Background: an optimization exercise with open tools, aiming at small area, a short achievable clock period and few clock cycles. Do not read the settings as production practice.
The RTL was checked by simulation tests, not by an equivalence proof against the original design.
Power is estimated from default activity; no workload was simulated. The clock port is modelled as an ideal driver; clocking choices that lean on that would not hold on a real chip.

## run 1
// nearest_neighbor_zoom_nx
module nearest_neighbor_zoom_nx #(
  parameter int PIXEL_W    = nnz_pkg::PIXEL_W,
  parameter int MAX_SCALE  = nnz_pkg::MAX_SCALE,
  parameter int MAX_LINE_W = nnz_pkg::MAX_LINE_W,
  parameter int MAX_LINES  = nnz_pkg::MAX_LINES,
  parameter int SCALE_W    = $clog2(MAX_SCALE + 1),
  parameter int COL_W      = $clog2(MAX_LINE_W + 1),
  parameter int ROW_W      = $clog2(MAX_LINES + 1)
) (
  input  logic               clk,
  input  logic               reset_n,
  input  logic               start,
  input  logic [SCALE_W-1:0] scale,
  input  logic [COL_W-1:0]   src_width,
  input  logic [ROW_W-1:0]   src_height,
  input  logic               in_valid,
  input  logic [PIXEL_W-1:0] in_pixel,
  output logic               in_ready,
  output logic               out_valid,
  output logic [PIXEL_W-1:0] out_pixel,
  input  logic               out_ready,
  output logic               out_eol,
  output logic               busy,
  output logic               done,
  output logic               cfg_err
);
  localparam int NT   = 17;
  localparam int NM   = 19;
  localparam int PW   = 5;
  localparam int RS_W = $clog2(MAX_SCALE);
  function automatic logic [2*PW-1:0] pos_dec(input logic [2*PW-1:0] p);
    if (p[PW-1:0] == '0) begin
      pos_dec = {(p[2*PW-1:PW] == '0) ? PW'(NT - 1) : p[2*PW-1:PW] - PW'(1), PW'(NM - 1)};
    end else begin
      pos_dec = {p[2*PW-1:PW], p[PW-1:0] - PW'(1)};
    end
  endfunction
  localparam logic [2*PW-1:0] POS_TAIL = {PW'(NT - 1), PW'(NM - 1)};
  localparam logic [2*PW-1:0] POS_ONE  = {PW'(0), PW'(1)};
  logic start_legal;
  ...
clock: 5.0 ns
lec_check: 0
cap_margin: 20
core_margin: 2
core_utilization: 40
cts_cluster_diameter: 60
cts_cluster_size: 30
setup_slack_margin: 2.6
slew_margin: 20
run.sh (not shown) runs the stock make flow with config.mk's settings and CLKGATE_MAP_FILE= SYNTH_SCRIPT=/design/flow/synth_recipe.tcl, a recipe that flattens the netlist after the stock synthesis.
Run 1 went all the way through the flow, and no timing, DRC or antenna check failed.
Testbench counts of run 1, summed over its fixed seeds: cycles 646,332.
Modified inputs, run 2 compared to run 1
Settings: SETUP_SLACK_MARGIN removed (was 2.6).
Findings:
- Going from run 1 to run 2, arrival time of data at the critical path endpoint increased by 2.36 ns relative to the old numbers; minimum setup slack among reg-to-reg paths decreased by 0.73 ns relative to the old numbers; ratio of final minimum period to clock period increased by 14 points relative to the old numbers; met1 usage closely matched the old numbers.
- From run 1 to run 2 the numbers moved as follows: worst endpoint required time went up by 1.64 ns, global-route usage was more or less identical, global-route wire length before repair went up by 0.69%, fmax went down by about 24%.
- Count of hold buffers inserted by post-cts repair: run 1 vs run 2 identical
- Between run 2 and run 1, met3 wirelength from detailed routing is higher for run 2, run 1 comes in under that.
- Sequential share of cell area across run 2 and run 1: no real change.
### run 2 -> run 3
Settings: setting SETUP_SLACK_MARGIN to 3.0 for the first time.
Findings:
- The final layout from run 3, which completed every stage, passed the timing, design-rule and antenna checks at the end of the flow.
- Relative to run 2, worst hold margin has gone down in run 3.
- Diff run 2 -> run 3 | non-clock buffer count | up by more than 100%
- Measured against each other, run 2 and run 3 differ in switching power total, the higher figure coming from run 3.
- Taking run 2 as the reference, in run 3 total design power went up by about 2%; total power density per cell area held steady; wire length moved up.
- Proportion of power drawn by combinational gates in run 3 vs run 2: up 2.0 points
- Run 3: clock share of power is 0.9 points lower than what run 2 reported.
- From run 2 to run 3 the numbers moved as follows: delay of the slowest cell on the worst path dropped 0.17 ns, final worst-path setup slack went up.

* * *

job 1989:
Another version of the RTL of nearest_neighbor_zoom_nx (not shown whole).
==> flow/config.mk <==
export PLATFORM = sky130hd
export DESIGN_NAME = nearest_neighbor_zoom_nx
export DESIGN_NICKNAME = nearest_neighbor_zoom_nx
export VERILOG_FILES = /design/flow/design.v
export SDC_FILE = /design/flow/constraint.sdc
export NUM_CORES = 4
export LEC_CHECK = 0
export CAP_MARGIN = 20
export CORE_MARGIN = 2
export CORE_UTILIZATION = 55
export CTS_CLUSTER_DIAMETER = 60
export CTS_CLUSTER_SIZE = 30
export SETUP_SLACK_MARGIN = 2.7
export SLEW_MARGIN = 20
==> flow/constraint.sdc <==
create_clock -name core_clock -period 5.0 [get_ports {clk}]
set_input_delay 1.0000 -clock core_clock [delete_from_list [all_inputs] [get_ports {clk}]]
set_output_delay 1.0000 -clock core_clock [all_outputs]
set_load 0.01 [all_outputs]
Testbench counts of job 1989, summed over its fixed seeds: cycles 646,332.
[inputs] job 2489 vs job 1989
==> flow/flow/run.sh (new file) <==
#!/bin/bash
# The standard layout, with two changes: clock tree synthesis inserts no dummy
# loads, and the port buffers are buf_2 cells. Everything else (synthesis,
# floorplan, power grid, placement, routing) is the standard.sh unchanged.
set -euo pipefail
export CTS_ARGS="-sink_clustering_enable -repair_clock_nets -sink_clustering_size 33 -sink_clustering_max_diameter 65 -dont_use_dummy_load"
export BUFFER_PORTS_ARGS="-buffer_cell sky130_fd_sc_hd__buf_2"
bash standard.sh > standard_flow.log 2>&1
==> flow/standard.sh (new file) <==
#!/bin/bash
# synth_recipe.tcl (not shown) runs the flow's synth.tcl, then flattens the netlist and writes it again
# the make line also repeats each setting of config.mk as NAME=value (left out here)
make -C /OpenROAD-flow-scripts/flow DESIGN_CONFIG=/design/flow/config.mk WORK_HOME=/design/flow/orfs CLKGATE_MAP_FILE= SYNTH_SCRIPT=/design/flow/synth_recipe.tcl "${@:-finish}"
--- a/flow/config.mk
+++ b/flow/config.mk
@@ -8,7 +8,7 @@
 export CAP_MARGIN = 20
 export CORE_MARGIN = 2
-export CORE_UTILIZATION = 55
-export CTS_CLUSTER_DIAMETER = 60
-export CTS_CLUSTER_SIZE = 30
+export CORE_UTILIZATION = 40
+export CTS_CLUSTER_DIAMETER = 65
+export CTS_CLUSTER_SIZE = 33
 export SETUP_SLACK_MARGIN = 2.7
 export SLEW_MARGIN = 20
removed: flow/run.sh
Findings:
- Job 2489: PASS, flow complete, no timing, DRC or antenna violations
- Comparing job 1989 and job 2489, the higher fraction of layout instances using a drive strength above 1 was measured on job 1989.
- Job 2489 vs. job 1989: total wire length after detailed routing saw a decrease, power lost about 8%, post-route clock period utilization fell by 0.34 points.
- Sequential share of layout area ends up higher on job 2489.
- Higher worst hold slack was reported by job 1989, not job 2489.
- Setup slack: job 2489 more than job 1989
- Higher number of global-route vias before repair was reported by job 1989, not job 2489.
- Against job 1989 as the reference, job 2489 delivers a lower share of the core filled with cells in the final layout.
- Number of cells after detailed placement: job 2489 > job 1989
### job 2489 -> job 7308
==> flow/flow/run.sh <==
#!/bin/bash
# The standard layout, with two changes: clock tree synthesis inserts no dummy
# loads, and the port buffers are buf_2 cells. Everything else (synthesis,
# floorplan, power grid, placement, routing) is the standard.sh unchanged.
set -euo pipefail
export CTS_ARGS="-sink_clustering_enable -repair_clock_nets -sink_clustering_size 20 -sink_clustering_max_diameter 45 -sink_clustering_buffer sky130_fd_sc_hd__clkbuf_8 -dont_use_dummy_load"
export BUFFER_PORTS_ARGS="-buffer_cell sky130_fd_sc_hd__buf_2"
bash standard.sh > standard_flow.log 2>&1
--- a/flow/config.mk
+++ b/flow/config.mk
@@ -8,7 +8,8 @@
 export CAP_MARGIN = 20
 export CORE_MARGIN = 2
-export CORE_UTILIZATION = 40
+export CORE_UTILIZATION = 70
 export CTS_CLUSTER_DIAMETER = 65
 export CTS_CLUSTER_SIZE = 33
+export PLACE_DENSITY = 0.78
 export SETUP_SLACK_MARGIN = 2.7
 export SLEW_MARGIN = 20
[summary]
- In the flow results for job 7308 and job 2489, the number of rows in the core area is larger on job 2489.
- Changes observed in job 7308 relative to job 2489: clock-net power decreased by 3.1% relative to the old numbers, die outline height decreased by about 24% relative to the old numbers, final period demand of the worst path closely matched the old numbers, routed wire length increased by 17% relative to the old numbers.
- Job 2489 has lower clock buffer instance count of the final layout than job 7308.
Setup changes, job 7308 to job 2159
==> flow/run.sh (new file) <==
#!/bin/bash
# synth_recipe.tcl (not shown) runs the flow's synth.tcl, then flattens the netlist and writes it again
# the make line also repeats each setting of config.mk as NAME=value (left out here)
make -C /OpenROAD-flow-scripts/flow DESIGN_CONFIG=/design/flow/config.mk WORK_HOME=/design/flow/orfs CLKGATE_MAP_FILE= SYNTH_SCRIPT=/design/flow/synth_recipe.tcl finish
--- a/flow/config.mk
+++ b/flow/config.mk
@@ -8,8 +8,7 @@
 export CAP_MARGIN = 20
 export CORE_MARGIN = 2
-export CORE_UTILIZATION = 70
-export CTS_CLUSTER_DIAMETER = 65
-export CTS_CLUSTER_SIZE = 33
-export PLACE_DENSITY = 0.78
+export CORE_UTILIZATION = 40
+export CTS_CLUSTER_DIAMETER = 60
+export CTS_CLUSTER_SIZE = 30
 export SETUP_SLACK_MARGIN = 2.7
 export SLEW_MARGIN = 20
removed: flow/flow/run.sh
removed: flow/standard.sh
[summary]
In summary, job 2159 completed successfully, with a layout that passed the timing, design-rule and antenna checks. The final layout from job 7308, which completed every stage, passed the timing, design-rule and antenna checks at the end of the flow. Of the two values seen for busiest metal layer after global routing, met2 was produced by job 7308 and met1 by job 2159. Job 2159 packs its core more loosely than job 7308. Looking at minimum setup slack after placement, job 2159 sits 0.25 ns lower than job 7308 does. Post-synthesis to final-layout area growth was higher in the run labelled job 2159. Looking at post-route worst setup slack, job 2159 sits 0.051 ns below job 7308. Of the two candidates, job 7308 has the better minimum clock period and job 2159 the worse one. On detailed-placement wirelength estimate, job 7308 loses to job 2159. Maximum cell stage delay along the critical path (job 2159 over job 7308): increase, 0.06 ns. Job 2159: standard cell area after detailed placement about 2% above job 7308.

re-timing with driven ports:
The flow's constraints put no driver on any port. The routed layouts listed below were extracted and timed again, unchanged, in two steps. Step 1 assumes that a clkbuf_16 drives the clock port and a buf_2 every other input. Step 2 moves the port delays by t, midway between the first and last clock arrival at a register: inputs arrive t later, outputs are due t later. That takes back most of the time a late clock gives input paths. Slacks: no drivers / after step 1 / after step 2; pairs: no drivers / after step 1.
| run | shift t [ns] | setup slack, ns | hold WS [ns] | cell pins on the clock port's net |
|---|---|---|---|---|
| run 1 | 0.795 | 2.686 / 2.614 / 2.278 | 0.269 / 0.269 / 0.269 | 1 |
| run 2 | 0.817 | 1.969 / 1.969 / 1.969 | 0.284 / 0.284 / 0.284 | 1 |
| run 3 | 0.809 | 2.649 / 2.579 / 2.364 | 0.278 / 0.278 / 0.278 | 1 |
| job 1989 | 0.806 | 2.704 / 2.631 / 2.258 | 0.300 / 0.300 / 0.300 | 1 |
| job 2489 | 0.765 | 2.721 / 2.649 / 2.261 | 0.137 / 0.088 / 0.253 | 1 |
| job 7308 | 0.745 | 2.722 / 2.697 / 2.307 | 0.161 / 0.116 / 0.245 | 1 |
| job 2159 | 0.801 | 2.671 / 2.605 / 2.050 | 0.312 / 0.312 / 0.312 | 1 |
After both steps setup and hold are still met in every run listed. The setup slack of job 2159, which loses most, moves by -0.066 ns with the drivers and by -0.621 ns with both steps.
